From an optimization exercise on the open Yosys and OpenROAD flow, aimed at small area and a short achievable clock period; shortcuts taken in it are not production practice.
Power is estimated from default activity; no workload was simulated.

Design pio_top, start of the top module:
module pio_top (
  input  wire logic        clk,
  input  wire logic        rst_n,
  input  wire logic        en,
  input  wire logic [54:0] cfg,
  input  wire logic        prog_we,
  input  wire logic [4:0]  prog_addr,
  input  wire logic [15:0] prog_data,
  input  wire logic        tx_wr,
  input  wire logic [31:0] tx_data,
  output logic             tx_full,
  input  wire logic [31:0] gpio_in,
  output logic [31:0]      pins_out,
  output logic [31:0]      pin_dirs,
  output logic [4:0]       pc
);
clock: 8.0 ns
lec_check: 0
cap_margin: 20
core_margin: 2
core_utilization: 40
place_density: 0.6
setup_slack_margin: 4.0
slew_margin: 20
run.sh (not shown) runs the stock make flow with config.mk's settings and CLKGATE_MAP_FILE= SYNTH_SCRIPT=/design/flow/synth_recipe.tcl, a recipe that flattens the netlist after the stock synthesis.
Rerun with:
--- a/flow/design.v
+++ b/flow/design.v
@@ -70,39 +70,41 @@
 `default_nettype wire
 `timescale 1ns/1ps
 `default_nettype none
 module pio_instr_mem (
   input  wire logic            clk,
   input  wire logic            we,
   input  wire pio_pkg::pc_t    waddr,
   input  wire pio_pkg::instr_t wdata,
   input  wire pio_pkg::pc_t    raddr,
-  output logic [14:0]          rdata
+  output logic [14:0]          rdata,
+  output logic [14:0]          wenc    
 );
   logic [14:0] mem [pio_pkg::IMEM_DEPTH];
   logic [2:0]  op;
   logic [1:0]  cls;
   logic [4:0]  op2;
   assign op = wdata[15:13];
   always_comb begin
     case (op)
       3'd0:    begin cls = 2'd0; op2 = wdata[4:0]; end
       3'd3:    begin cls = 2'd1; op2 = wdata[4:0]; end
       3'd7:    begin cls = 2'd2; op2 = wdata[4:0]; end
       default: begin cls = 2'd3; op2 = {3'b0, op == 3'd4, op == 3'd1}; end
     endcase
   end
+  assign wenc = {wdata[12:8], cls, wdata[7:5], op2};
   always_ff @(posedge clk) begin
     if (we) begin
-      mem[waddr] <= {wdata[12:8], cls, wdata[7:5], op2};
+      mem[waddr] <= wenc;
     end
   end
-  assign rdata = mem[raddr];  
+  assign rdata = mem[raddr];
 endmodule
 `default_nettype wire
 `timescale 1ns/1ps
 `default_nettype none
 module pio_tx_fifo (
   input  wire logic           clk,
   input  wire logic           rst_n,
   input  wire logic           wr,
   input  wire pio_pkg::word_t wdata,
@@ -141,37 +143,42 @@
 `default_nettype wire
 `timescale 1ns/1ps
 `default_nettype none
 module pio_sm (
   input  wire logic             clk,
   input  wire logic             rst_n,
   input  wire logic             en,
   input  wire logic             tick,
   input  wire pio_pkg::sm_cfg_t cfg,
-  input  wire logic [14:0]       instr,
+  input  wire logic [14:0]       imem_rd,     
+  input  wire logic [14:0]       imem_wenc,   
+  input  wire logic              prog_we,
+  input  wire pio_pkg::pc_t      prog_addr,
+  output pio_pkg::pc_t           fetch_addr,
   input  wire pio_pkg::word_t   gpio_in,
   input  wire pio_pkg::word_t   fifo_data,
   input  wire logic             fifo_empty,
   output logic                  fifo_rd,
   output pio_pkg::pc_t          pc,
   output pio_pkg::word_t        pins_out,
   output pio_pkg::word_t        pin_dirs
 );
   logic [1:0]     cls;
   logic [4:0]     dly;
   logic [2:0]     op1;
   logic [4:0]     op2;
   pio_pkg::word_t x_q;
   pio_pkg::word_t y_q;
   pio_pkg::word_t osr;
   logic [5:0]     cnt;        
   logic [4:0]     delay_cnt;
-  assign {dly, cls, op1, op2} = instr;
+  logic [14:0]    ir;         
+  assign {dly, cls, op1, op2} = ir;
   logic is_jmp, is_wait, is_out, is_pull, is_set;
   assign is_jmp  = (cls == 2'd0);
   assign is_out  = (cls == 2'd1);
   assign is_set  = (cls == 2'd2);
   assign is_wait = (cls == 2'd3) && op2[0];
   assign is_pull = (cls == 2'd3) && op2[1];
   logic go;     
   logic stall;
   logic exec;
@@ -249,18 +256,26 @@
     end
   end
   always_ff @(posedge clk or negedge rst_n) begin
     if (!rst_n) begin
       pc <= '0;
     end else if (exec) begin
       pc <= pc_nxt;
     end
   end
+  assign fetch_addr = go ? pc_nxt : pc;
+  always_ff @(posedge clk) begin
+    if (go && stall) begin
+      if (prog_we && prog_addr == pc) ir <= imem_wenc;
+    end else begin
+      ir <= (prog_we && prog_addr == fetch_addr) ? imem_wenc : imem_rd;
+    end
+  end
   always_ff @(posedge clk or negedge rst_n) begin
     if (!rst_n) begin
       x_q <= '0;
     end else if (go && to_x) begin
       x_q <= val;
     end else if (go && is_jmp && op1 == 3'd2) begin
       x_q <= x_q - 1'b1;
     end
   end
@@ -319,54 +334,61 @@
   output logic             tx_full,
   input  wire logic [31:0] gpio_in,
   output logic [31:0]      pins_out,
   output logic [31:0]      pin_dirs,
   output logic [4:0]       pc
 );
   pio_pkg::sm_cfg_t cfg_s;
   assign cfg_s = cfg;
   logic            tick;
-  logic [14:0]     instr;
+  logic [14:0]     imem_rd;
+  logic [14:0]     imem_wenc;
+  pio_pkg::pc_t    fetch_addr;
   pio_pkg::word_t  fifo_data;
   logic            fifo_empty;
   logic            fifo_rd;
   pio_clk_div u_div (
     .clk   (clk),
     .rst_n (rst_n),
     .en    (en),
     .div   (cfg_s.div),
     .tick  (tick)
   );
   pio_instr_mem u_imem (
     .clk   (clk),
     .we    (prog_we),
     .waddr (prog_addr),
     .wdata (prog_data),
-    .raddr (pc),
-    .rdata (instr)
+    .raddr (fetch_addr),
+    .rdata (imem_rd),
+    .wenc  (imem_wenc)
   );
   pio_tx_fifo u_fifo (
     .clk   (clk),
     .rst_n (rst_n),
     .wr    (tx_wr),
     .wdata (tx_data),
     .rd    (fifo_rd),
     .rdata (fifo_data),
     .empty (fifo_empty),
     .full  (tx_full)
   );
   pio_sm u_sm (
     .clk        (clk),
     .rst_n      (rst_n),
     .en         (en),
     .tick       (tick),
     .cfg        (cfg_s),
-    .instr      (instr),
+    .imem_rd    (imem_rd),
+    .imem_wenc  (imem_wenc),
+    .prog_we    (prog_we),
+    .prog_addr  (prog_addr),
+    .fetch_addr (fetch_addr),
     .gpio_in    (gpio_in),
     .fifo_data  (fifo_data),
     .fifo_empty (fifo_empty),
     .fifo_rd    (fifo_rd),
     .pc         (pc),
     .pins_out   (pins_out),
     .pin_dirs   (pin_dirs)
   );
 endmodule
=> Setup slack gains 0.46 ns; die area rose by about 2.5%; register-to-register slack gains 0.48 ns; total power fell by 25%; design area rose by about 2.3%; sequential cell count rose by 15; hold slack gains 0.0077 ns; maximum frequency rose by about 10%; cell count rose by 11%; synthesized cell count rose by 16%.
No run of this note included a check of the RTL's function; only the layout flow was run.

[separate check: timing with driven ports]
The flow's constraints put no driver on any port. The routed layouts listed below were extracted and timed again, unchanged, in two steps.
Step 1: set_driving_cell puts a clkbuf_16 on clk and a buf_2 on each other input, an assumption about the parent block.
Step 2 times the ports against the registers' clock, not the clock port: input delays grow and output delays shrink by t, the midpoint of the rising clock arrivals with the driver on.
a / b / c = no drivers / after step 1 / after step 2; a / b = the first two.
run	t, ns	setup WS [ns]	hold WS [ns]
the first run	0.730	3.092 / 3.092 / 2.544	0.481 / 0.481 / 0.481
the second run	0.728	3.552 / 3.569 / 2.846	0.489 / 0.489 / 0.489
After both steps every run listed still meets setup and hold. The setup slack of the second run, which loses most, moves by +0.017 ns with the drivers and by -0.706 ns with both steps.
